Background: an optimization exercise with open tools, aiming at a short achievable clock period and few clock cycles per item. Do not read the settings as production practice. Where RTL was checked, it was by simulation tests only, not by an equivalence proof against the original. Power and IR drop assume default switching activity.

==> run A <==
Design rip_relative_displacement_relocator_unit, start of the top module:
module rip_relative_displacement_relocator_unit #(
    parameter int POSITION_BITS = 26
) (
    input  logic               i_clk,
    input  logic               i_rst_n,
    input  logic               i_in_valid,
    output logic               i_in_ready,
    input  logic [7:0]         i_in_byte,
    input  logic               i_in_last,
    output logic               o_out_valid,
    input  logic               o_out_ready,
    output logic [7:0]         o_out_byte,
    output logic               o_out_last,
    input  logic               i_cfg_valid,
    output logic               i_cfg_ready,
    input  logic [7:0]         i_cfg_index,
    input  logic [31:0]        i_cfg_value
);
clock: 6.3 ns
lec_check: 0
abc_clock_period_in_ps: 2000
cap_margin: 20
core_margin: 2
core_utilization: 60
cts_cluster_diameter: 500
cts_cluster_size: 20
setup_slack_margin: 4.2
slew_margin: 20
run.sh (not shown) runs the stock make flow with config.mk's settings and CLKGATE_MAP_FILE= SYNTH_SCRIPT=/design/flow/synth_recipe.tcl, a recipe that flattens the netlist after the stock synthesis.
==> inputs of run D, as changes to run A <==
--- a/flow/design.v
+++ b/flow/design.v
@@ -118,11 +118,10 @@
     logic [31:0] r_disp_base;
     logic [31:0] disp_base;
     logic        r_cfg_busy;
     logic [2:0]  r_cfg_step;
     logic        r_cfg_ready;
-    logic        r_cfg_first;       
     logic [7:0]  r_cfg_sel;         
     logic [3:0]  r_cfg_nib;         
     logic        r_cfg_oy, r_cfg_oc;    
     logic        r_cfg_dy, r_cfg_dc;    
     logic        w_load, w_start, w_dest;
@@ -139,11 +138,11 @@
         for (int i = 0; i < 8; i++) begin
             cfg_sel[i] = (i_cfg_index == 8'(i));
         end
         off_a  = w_start ? r_off_base[3:0]  : r_cfg_nib;
         off_b  = w_start ? r_win_start[3:0] : ~r_win_start[3:0];
-        off_c  = w_start ? ~r_cfg_nib       : {1'b0, r_cfg_first, 2'b00};
+        off_c  = w_start ? ~r_cfg_nib       : ((r_cfg_step == 3'd0) ? 4'd4 : 4'd0);
         disp_a = w_start ? r_disp_base[3:0] : r_cfg_nib;
         disp_b = w_start ? r_win_start[3:0] : ~r_win_start[3:0];
         disp_c = w_start ? ~r_cfg_nib       : 4'd0;
         off_m    = (off_a & off_b) | (off_a & off_c) | (off_b & off_c);
         disp_m   = (disp_a & disp_b) | (disp_a & disp_c) | (disp_b & disp_c);
@@ -153,21 +152,18 @@
     always_ff @(posedge i_clk) begin
         if (!i_rst_n) begin
             r_cfg_busy  <= 1'b0;
             r_cfg_step  <= 3'd0;
             r_cfg_ready <= 1'b0;
-            r_cfg_first <= 1'b0;
         end else if (!r_cfg_busy) begin
             r_cfg_busy  <= i_cfg_valid;
             r_cfg_step  <= 3'd0;
             r_cfg_ready <= 1'b0;
-            r_cfg_first <= 1'b1;
         end else begin
             r_cfg_busy  <= (r_cfg_step != 3'd7);
             r_cfg_step  <= r_cfg_step + 3'd1;
             r_cfg_ready <= (r_cfg_step == 3'd6);
-            r_cfg_first <= 1'b0;
         end
     end
     always_ff @(posedge i_clk) begin
         if (!r_cfg_busy) begin
             r_cfg_sel <= cfg_sel;
@@ -193,11 +189,11 @@
             r_win_start  <= rrdr_pkg::RST_WINDOW_START;
             r_win_len    <= rrdr_pkg::RST_WINDOW_LENGTH;
             r_off_base   <= rrdr_pkg::RST_LOAD_BASE - rrdr_pkg::RST_WINDOW_START + 32'd4;
             r_disp_base  <= rrdr_pkg::RST_DEST_START - rrdr_pkg::RST_WINDOW_START;
         end else if (r_cfg_busy) begin
-            if (r_cfg_first) begin
+            if (r_cfg_step == 3'd0) begin
                 if (r_cfg_sel[rrdr_pkg::REG_OPCODE_FIRST])  r_opc_first  <= i_cfg_value[7:0];
                 if (r_cfg_sel[rrdr_pkg::REG_OPCODE_SECOND]) r_opc_second <= i_cfg_value[7:0];
                 if (r_cfg_sel[rrdr_pkg::REG_OPCODE_THIRD])  r_opc_third  <= i_cfg_value[7:0];
                 if (r_cfg_sel[rrdr_pkg::REG_TWO_BYTE_MODE]) r_two_byte   <= i_cfg_value[0];
                 if (r_cfg_sel[rrdr_pkg::REG_WINDOW_LENGTH]) r_win_len    <= i_cfg_value[26:0];
@@ -434,53 +430,51 @@
     end
     logic       r_pc_first, r_pc_next, r_pc_sel;
     logic       carry_in;
     logic [8:0] sum_first, sum_next;
     logic [7:0] base_next;
+    logic [7:0] patch_byte;
     always_comb begin
         case (1'b1)
             r_hist[0]: base_next = disp_base[15:8];
             r_hist[1]: base_next = disp_base[23:16];
             default:   base_next = disp_base[31:24];
         endcase
         carry_in    = r_pc_sel ? r_pc_first : r_pc_next;
         sum_first   = {1'b0, r_lb[0]} + {1'b0, disp_base[7:0]};
         sum_next    = {1'b0, r_lb[0]} + {1'b0, base_next} + {8'd0, carry_in};
+        patch_byte  = match ? sum_first[7:0] : sum_next[7:0];
     end
     always_ff @(posedge i_clk) begin
         if (rel) begin
             r_pc_first <= sum_first[8];
             r_pc_next  <= sum_next[8];
             r_pc_sel   <= match;
         end
     end
     logic [1:0] r_dv;
     logic [7:0] r_db [2];            
-    logic [7:0] r_dpf, r_dpn;        
-    logic       r_dpm;               
-    logic [7:0] r_dp;
+    logic [7:0] r_dp [2];            
     logic [1:0] r_dl;
     logic [1:0] r_dx;                
     always_ff @(posedge i_clk) begin
         r_db[0] <= r_lb[0];
-        r_dpf   <= sum_first[7:0];
-        r_dpn   <= sum_next[7:0];
-        r_dpm   <= match;
+        r_dp[0] <= patch_byte;
         r_dl[0] <= r_ll[0];
         r_dx[0] <= |tag;
         r_db[1] <= r_db[0];
-        r_dp    <= r_dpm ? r_dpf : r_dpn;
+        r_dp[1] <= r_dp[0];
         r_dl[1] <= r_dl[0];
         r_dx[1] <= r_dx[0];
         if (!r_run) begin
             r_dv <= '0;
         end else begin
             r_dv <= {r_dv[0], rel};
         end
     end
     logic [7:0] fix_byte;
-    assign fix_byte = (r_dx[1] && r_hit) ? r_dp : r_db[1];
+    assign fix_byte = (r_dx[1] && r_hit) ? r_dp[1] : r_db[1];
     logic [8:0] r_fe [OD];           
     logic [3:0] r_wp, r_rp;
     logic       wen;
     logic [8:0] wdata;
     logic       pop;
CTS_CLUSTER_DIAMETER = not set   (was 500)
CTS_CLUSTER_SIZE = not set   (was 20)
==> inputs of run Y, as changes to run A <==
CORE_UTILIZATION = 50   (was 60)
==> inputs of run E, as changes to run A <==
--- a/flow/design.v
+++ b/flow/design.v
@@ -118,11 +118,10 @@
     logic [31:0] r_disp_base;
     logic [31:0] disp_base;
     logic        r_cfg_busy;
     logic [2:0]  r_cfg_step;
     logic        r_cfg_ready;
-    logic        r_cfg_first;       
     logic [7:0]  r_cfg_sel;         
     logic [3:0]  r_cfg_nib;         
     logic        r_cfg_oy, r_cfg_oc;    
     logic        r_cfg_dy, r_cfg_dc;    
     logic        w_load, w_start, w_dest;
@@ -139,11 +138,11 @@
         for (int i = 0; i < 8; i++) begin
             cfg_sel[i] = (i_cfg_index == 8'(i));
         end
         off_a  = w_start ? r_off_base[3:0]  : r_cfg_nib;
         off_b  = w_start ? r_win_start[3:0] : ~r_win_start[3:0];
-        off_c  = w_start ? ~r_cfg_nib       : {1'b0, r_cfg_first, 2'b00};
+        off_c  = w_start ? ~r_cfg_nib       : ((r_cfg_step == 3'd0) ? 4'd4 : 4'd0);
         disp_a = w_start ? r_disp_base[3:0] : r_cfg_nib;
         disp_b = w_start ? r_win_start[3:0] : ~r_win_start[3:0];
         disp_c = w_start ? ~r_cfg_nib       : 4'd0;
         off_m    = (off_a & off_b) | (off_a & off_c) | (off_b & off_c);
         disp_m   = (disp_a & disp_b) | (disp_a & disp_c) | (disp_b & disp_c);
@@ -153,21 +152,18 @@
     always_ff @(posedge i_clk) begin
         if (!i_rst_n) begin
             r_cfg_busy  <= 1'b0;
             r_cfg_step  <= 3'd0;
             r_cfg_ready <= 1'b0;
-            r_cfg_first <= 1'b0;
         end else if (!r_cfg_busy) begin
             r_cfg_busy  <= i_cfg_valid;
             r_cfg_step  <= 3'd0;
             r_cfg_ready <= 1'b0;
-            r_cfg_first <= 1'b1;
         end else begin
             r_cfg_busy  <= (r_cfg_step != 3'd7);
             r_cfg_step  <= r_cfg_step + 3'd1;
             r_cfg_ready <= (r_cfg_step == 3'd6);
-            r_cfg_first <= 1'b0;
         end
     end
     always_ff @(posedge i_clk) begin
         if (!r_cfg_busy) begin
             r_cfg_sel <= cfg_sel;
@@ -193,11 +189,11 @@
             r_win_start  <= rrdr_pkg::RST_WINDOW_START;
             r_win_len    <= rrdr_pkg::RST_WINDOW_LENGTH;
             r_off_base   <= rrdr_pkg::RST_LOAD_BASE - rrdr_pkg::RST_WINDOW_START + 32'd4;
             r_disp_base  <= rrdr_pkg::RST_DEST_START - rrdr_pkg::RST_WINDOW_START;
         end else if (r_cfg_busy) begin
-            if (r_cfg_first) begin
+            if (r_cfg_step == 3'd0) begin
                 if (r_cfg_sel[rrdr_pkg::REG_OPCODE_FIRST])  r_opc_first  <= i_cfg_value[7:0];
                 if (r_cfg_sel[rrdr_pkg::REG_OPCODE_SECOND]) r_opc_second <= i_cfg_value[7:0];
                 if (r_cfg_sel[rrdr_pkg::REG_OPCODE_THIRD])  r_opc_third  <= i_cfg_value[7:0];
                 if (r_cfg_sel[rrdr_pkg::REG_TWO_BYTE_MODE]) r_two_byte   <= i_cfg_value[0];
                 if (r_cfg_sel[rrdr_pkg::REG_WINDOW_LENGTH]) r_win_len    <= i_cfg_value[26:0];
@@ -434,53 +430,51 @@
     end
     logic       r_pc_first, r_pc_next, r_pc_sel;
     logic       carry_in;
     logic [8:0] sum_first, sum_next;
     logic [7:0] base_next;
+    logic [7:0] patch_byte;
     always_comb begin
         case (1'b1)
             r_hist[0]: base_next = disp_base[15:8];
             r_hist[1]: base_next = disp_base[23:16];
             default:   base_next = disp_base[31:24];
         endcase
         carry_in    = r_pc_sel ? r_pc_first : r_pc_next;
         sum_first   = {1'b0, r_lb[0]} + {1'b0, disp_base[7:0]};
         sum_next    = {1'b0, r_lb[0]} + {1'b0, base_next} + {8'd0, carry_in};
+        patch_byte  = match ? sum_first[7:0] : sum_next[7:0];
     end
     always_ff @(posedge i_clk) begin
         if (rel) begin
             r_pc_first <= sum_first[8];
             r_pc_next  <= sum_next[8];
             r_pc_sel   <= match;
         end
     end
     logic [1:0] r_dv;
     logic [7:0] r_db [2];            
-    logic [7:0] r_dpf, r_dpn;        
-    logic       r_dpm;               
-    logic [7:0] r_dp;
+    logic [7:0] r_dp [2];            
     logic [1:0] r_dl;
     logic [1:0] r_dx;                
     always_ff @(posedge i_clk) begin
         r_db[0] <= r_lb[0];
-        r_dpf   <= sum_first[7:0];
-        r_dpn   <= sum_next[7:0];
-        r_dpm   <= match;
+        r_dp[0] <= patch_byte;
         r_dl[0] <= r_ll[0];
         r_dx[0] <= |tag;
         r_db[1] <= r_db[0];
-        r_dp    <= r_dpm ? r_dpf : r_dpn;
+        r_dp[1] <= r_dp[0];
         r_dl[1] <= r_dl[0];
         r_dx[1] <= r_dx[0];
         if (!r_run) begin
             r_dv <= '0;
         end else begin
             r_dv <= {r_dv[0], rel};
         end
     end
     logic [7:0] fix_byte;
-    assign fix_byte = (r_dx[1] && r_hit) ? r_dp : r_db[1];
+    assign fix_byte = (r_dx[1] && r_hit) ? r_dp[1] : r_db[1];
     logic [8:0] r_fe [OD];           
     logic [3:0] r_wp, r_rp;
     logic       wen;
     logic [8:0] wdata;
     logic       pop;
==> notes <==
- Total power, lowest first: run E, run Y, run A, run D.
- In run A the count of clock-buffer cells in the layout is higher than in run E, by 1.
- Maximum frequency, highest first: run Y, run E, run D, run A.
- Non-clock buffer count: run A is lower than run E (12).
- Clock skew: run A is lower than run E (0.0046 ns).
- Routed wire length, highest first: run Y, run D, run A, run E.
No functional check of the RTL was part of any run of this note.

* * *

==> inputs of job 5990 <==
rip_relative_displacement_relocator_unit, a different RTL version from the one above (not shown whole).
==> flow/config.mk <==
export PLATFORM = sky130hd
export DESIGN_NAME = rip_relative_displacement_relocator_unit
export DESIGN_NICKNAME = rip_relative_displacement_relocator_unit
export VERILOG_FILES = /design/flow/design.v
export SDC_FILE = /design/flow/constraint.sdc
export NUM_CORES = 4
export LEC_CHECK = 0
export ABC_CLOCK_PERIOD_IN_PS = 2000
export CAP_MARGIN = 20
export CORE_MARGIN = 2
export CORE_UTILIZATION = 40
export SETUP_SLACK_MARGIN = 4.0
export SLEW_MARGIN = 20
==> flow/constraint.sdc <==
create_clock -name core_clock -period 6.3 [get_ports {i_clk}]
set_input_delay 1.2600 -clock core_clock [delete_from_list [all_inputs] [get_ports {i_clk}]]
set_output_delay 1.2600 -clock core_clock [all_outputs]
set_load 0.01 [all_outputs]
==> job 778: changes against job 5990 <==
--- a/flow/design.v
+++ b/flow/design.v
@@ -113,57 +113,65 @@
     logic [7:0]  r_opc_third;
     logic        r_two_byte;
     logic [31:0] r_load_base;
     logic [31:0] r_win_start;
     logic [26:0] r_win_len;
     logic [31:0] r_dest_start;
-    logic [31:0] load_less_start;
     logic [31:0] r_off_base;
     logic [31:0] disp_base;
+    logic        r_cfg_valid;
+    logic [7:0]  r_cfg_index;
+    logic [31:0] r_cfg_value;
     assign i_cfg_ready = 1'b1;
     always_ff @(posedge i_clk) begin
+        r_cfg_valid <= i_cfg_valid;
+        r_cfg_index <= i_cfg_index;
+        r_cfg_value <= i_cfg_value;
+    end
+    always_ff @(posedge i_clk) begin
         if (!i_rst_n) begin
             r_opc_first  <= rrdr_pkg::RST_OPCODE_FIRST;
             r_opc_second <= rrdr_pkg::RST_OPCODE_SECOND;
             r_opc_third  <= rrdr_pkg::RST_OPCODE_THIRD;
             r_two_byte   <= rrdr_pkg::RST_TWO_BYTE_MODE;
             r_load_base  <= rrdr_pkg::RST_LOAD_BASE;
             r_win_start  <= rrdr_pkg::RST_WINDOW_START;
             r_win_len    <= rrdr_pkg::RST_WINDOW_LENGTH;
             r_dest_start <= rrdr_pkg::RST_DEST_START;
-        end else if (i_cfg_valid) begin
-            case (i_cfg_index)
-                rrdr_pkg::REG_OPCODE_FIRST:  r_opc_first  <= i_cfg_value[7:0];
-                rrdr_pkg::REG_OPCODE_SECOND: r_opc_second <= i_cfg_value[7:0];
-                rrdr_pkg::REG_OPCODE_THIRD:  r_opc_third  <= i_cfg_value[7:0];
-                rrdr_pkg::REG_TWO_BYTE_MODE: r_two_byte   <= i_cfg_value[0];
-                rrdr_pkg::REG_LOAD_BASE:     r_load_base  <= i_cfg_value;
-                rrdr_pkg::REG_WINDOW_START:  r_win_start  <= i_cfg_value;
-                rrdr_pkg::REG_WINDOW_LENGTH: r_win_len    <= i_cfg_value[26:0];
-                rrdr_pkg::REG_DEST_START:    r_dest_start <= i_cfg_value;
+        end else if (r_cfg_valid) begin
+            case (r_cfg_index)
+                rrdr_pkg::REG_OPCODE_FIRST:  r_opc_first  <= r_cfg_value[7:0];
+                rrdr_pkg::REG_OPCODE_SECOND: r_opc_second <= r_cfg_value[7:0];
+                rrdr_pkg::REG_OPCODE_THIRD:  r_opc_third  <= r_cfg_value[7:0];
+                rrdr_pkg::REG_TWO_BYTE_MODE: r_two_byte   <= r_cfg_value[0];
+                rrdr_pkg::REG_LOAD_BASE:     r_load_base  <= r_cfg_value;
+                rrdr_pkg::REG_WINDOW_START:  r_win_start  <= r_cfg_value;
+                rrdr_pkg::REG_WINDOW_LENGTH: r_win_len    <= r_cfg_value[26:0];
+                rrdr_pkg::REG_DEST_START:    r_dest_start <= r_cfg_value;
                 default: ;
             endcase
         end
     end
-    rrdr_sum2 u_load_less_start (
+    logic [31:0] off_x, off_y;
+    assign off_x = r_load_base ^ ~r_win_start ^ 32'd4;
+    assign off_y = {(r_load_base[30:0] & ~r_win_start[30:0]) |
+                    (r_load_base[30:0] & 31'd4) | (~r_win_start[30:0] & 31'd4), 1'b0};
+    rrdr_sum2 u_off_base (
         .i_clk (i_clk),
-        .i_a   (r_load_base),
-        .i_b   (~r_win_start),
+        .i_a   (off_x),
+        .i_b   (off_y),
         .i_cin (1'b1),
-        .o_sum (load_less_start)
+        .o_sum (r_off_base)
     );
     rrdr_sum2 u_disp_base (
         .i_clk (i_clk),
         .i_a   (r_dest_start),
         .i_b   (~r_win_start),
         .i_cin (1'b1),
         .o_sum (disp_base)
     );
-    always_ff @(posedge i_clk) begin
-        r_off_base <= load_less_start + 32'd4;
-    end
     logic       r_in_ready;
     logic       r_iv;
     logic [7:0] r_ib;
     logic       r_il;
     logic       in_go;
     logic [2:0] in_eq;
@@ -312,24 +320,25 @@
         end else if (r_first) begin
             r_run_base <= r_off_base;
         end
     end
     logic        r_k_v;
     logic [3:0]  r_kc_g, r_kc_p;
-    logic [3:0]  r_kt_g, r_kt_p;
+    logic [7:0]  r_kt_g, r_kt_p;
     logic        r_k_y32;
     logic [7:0]  r_ks [4];
     logic [3:0]  r_ks_g;
     logic        r_hit;
     logic [31:0] r_patch;
     logic [31:0] disp_now;
     logic [31:0] len_inv;
     logic [31:0] cs_x;
     logic [32:0] cs_y;
     logic [31:0] tg, tp, cg, cp;
-    logic [3:0]  kc_g, kc_p, kt_g, kt_p;
+    logic [3:0]  kc_g, kc_p;
+    logic [7:0]  kt_g, kt_p;
     function automatic [1:0] group8(input logic [7:0] g, input logic [7:0] p);
         logic [3:0] g2, p2;
         logic [1:0] g4, p4;
         for (int i = 0; i < 4; i++) begin
             g2[i] = g[2*i+1] | (p[2*i+1] & g[2*i]);
             p2[i] = p[2*i+1] & p[2*i];
@@ -337,23 +346,33 @@
         for (int i = 0; i < 2; i++) begin
             g4[i] = g2[2*i+1] | (p2[2*i+1] & g2[2*i]);
             p4[i] = p2[2*i+1] & p2[2*i];
         end
         group8 = {g4[1] | (p4[1] & g4[0]), p4[1] & p4[0]};
     endfunction
+    function automatic [1:0] group4(input logic [3:0] g, input logic [3:0] p);
+        logic [1:0] g2, p2;
+        for (int i = 0; i < 2; i++) begin
+            g2[i] = g[2*i+1] | (p[2*i+1] & g[2*i]);
+            p2[i] = p[2*i+1] & p[2*i];
+        end
+        group4 = {g2[1] | (p2[1] & g2[0]), p2[1] & p2[0]};
+    endfunction
     assign disp_now = {r_lb[3], r_lb[2], r_lb[1], r_lb[0]};
     assign len_inv  = {5'h1F, ~r_win_len};
     always_comb begin
         cs_x = r_run_base ^ disp_now ^ len_inv;
         cs_y = {(r_run_base & disp_now) | (r_run_base & len_inv) | (disp_now & len_inv), 1'b1};
         tg   = cs_x & cs_y[31:0];
         tp   = cs_x | cs_y[31:0];
         cg   = r_run_base & disp_now;
         cp   = r_run_base | disp_now;
+        for (int j = 0; j < 8; j++) begin
+            {kt_g[j], kt_p[j]} = group4(tg[4*j +: 4], tp[4*j +: 4]);
+        end
         for (int j = 0; j < 4; j++) begin
-            {kt_g[j], kt_p[j]} = group8(tg[8*j +: 8], tp[8*j +: 8]);
             {kc_g[j], kc_p[j]} = group8(cg[8*j +: 8], cp[8*j +: 8]);
         end
     end
     always_ff @(posedge i_clk) begin
         r_kc_g  <= kc_g;
         r_kc_p  <= kc_p;
@@ -367,16 +386,18 @@
             r_k_v <= 1'b0;
         end else begin
             r_k_v <= rel & match;
         end
     end
     logic       c32, ct32;
+    logic [1:0] kt_all;
     logic [3:0] ks_p, ks_c;
     always_comb begin
         c32  = r_kc_g[3] | (r_kc_p[3] & (r_kc_g[2] | (r_kc_p[2] & (r_kc_g[1] | (r_kc_p[1] & r_kc_g[0])))));
-        ct32 = r_kt_g[3] | (r_kt_p[3] & (r_kt_g[2] | (r_kt_p[2] & (r_kt_g[1] | (r_kt_p[1] & r_kt_g[0])))));
+        kt_all = group8(r_kt_g, r_kt_p);
+        ct32   = kt_all[1];
         for (int j = 0; j < 4; j++) begin
             ks_p[j] = &r_ks[j];
         end
         ks_c[0] = 1'b0;
         ks_c[1] = r_ks_g[0];
         ks_c[2] = r_ks_g[1] | (ks_p[1] & r_ks_g[0]);
Settings changed: CORE_UTILIZATION 40 to 55, CTS_CLUSTER_DIAMETER from default to 100, CTS_CLUSTER_SIZE from default to 30.
==> notes.md <==
quantity	job 778	job 5990
Status	timing/DRC/antenna clean	timing/DRC/antenna clean
Cell Int Power	0.00693 W	0.00851 W
Hold_sp	u_off_base.r_s[0][7]	r_dt[0][3]
Clock-pin slew on the worst setup and hold paths	0.11 ns	0.06 ns
Initial cell density of the core	55.7%	40.4%
Number of fill cells	4,535	6,487
Post-Synth Adder-Cell Area	11.9%	11.0%
Maximum fanout encountered on the critical timing path	1	8
Count of cell instances traversed by the critical path	1	11
Total wirelength of the detailed-routed design	63,200 um	69,400 um
Metal3 WL	1900 um	2680 um
Count of inverters other than clock inverters in the layout	180	201
Initial antenna violation count	0	4
Layout cell share with drive strength beyond 1	6.49%	16.3%
Multiplexer share of the synthesized area	6.66%	7.40%
Number of vias after detailed routing	19,100	19,600
Combinational group power	0.00213 W	0.00224 W
Overall Global Routing Usage	22.5%	18.1%
Fraction of area in multi-input gates	43.1%	41.0%
Testbench counts of job 778, summed over its fixed seeds: cycles 34,985, bytes 34,913.
Only the layout flow was run in job 5990; the RTL was not checked for function there.

[afterwards: timing with drivers on the ports]
The flow's constraints put no driver on any port. The routed layouts listed below were extracted and timed again, unchanged, in two steps.
Step 1 (the two cells are an assumption about what drives the block):
set clk [get_ports {i_clk}]
set_driving_cell -lib_cell sky130_fd_sc_hd__clkbuf_16 $clk
set_driving_cell -lib_cell sky130_fd_sc_hd__buf_2 [delete_from_list [all_inputs] $clk]
Step 2 adds t to the input delays and takes it off the output delays; t is the mean of the earliest and latest rising clock arrival at the registers after step 1. Input paths then give back, and output paths get back, about the clock's delay inside the block.
Three values: no drivers, after step 1, after step 2; two values: the first two.
| run | shift t [ns] | slack for setup (ns) | latest minus earliest clock arrival (ns) | worst data-port slew with drivers (ns) | pins driven straight from the clock port |
|---|---|---|---|---|---|
| run A | 0.633 | 3.728 / 3.728 / 3.634 | 0.022 / 0.023 | 0.04 | 1 |
| run D | 0.649 | 3.762 / 3.762 / 3.595 | 0.016 / 0.015 | 0.04 | 1 |
| run Y | 0.629 | 3.796 / 3.796 / 3.638 | 0.035 / 0.035 | 0.07 | 1 |
| run E | 0.625 | 3.780 / 3.780 / 3.603 | 0.031 / 0.031 | 0.04 | 1 |
| job 5990 | 0.665 | 3.834 / 3.852 / 3.197 | 0.027 / 0.027 | 0.05 | 1 |
| job 778 | 0.666 | 3.880 / 3.823 / 3.622 | 0.023 / 0.024 | 0.06 | 1 |
After both steps setup and hold are still met in every run listed. For job 5990, which loses most, drivers alone change the setup slack by +0.018 ns; drivers and shift together by -0.637 ns.
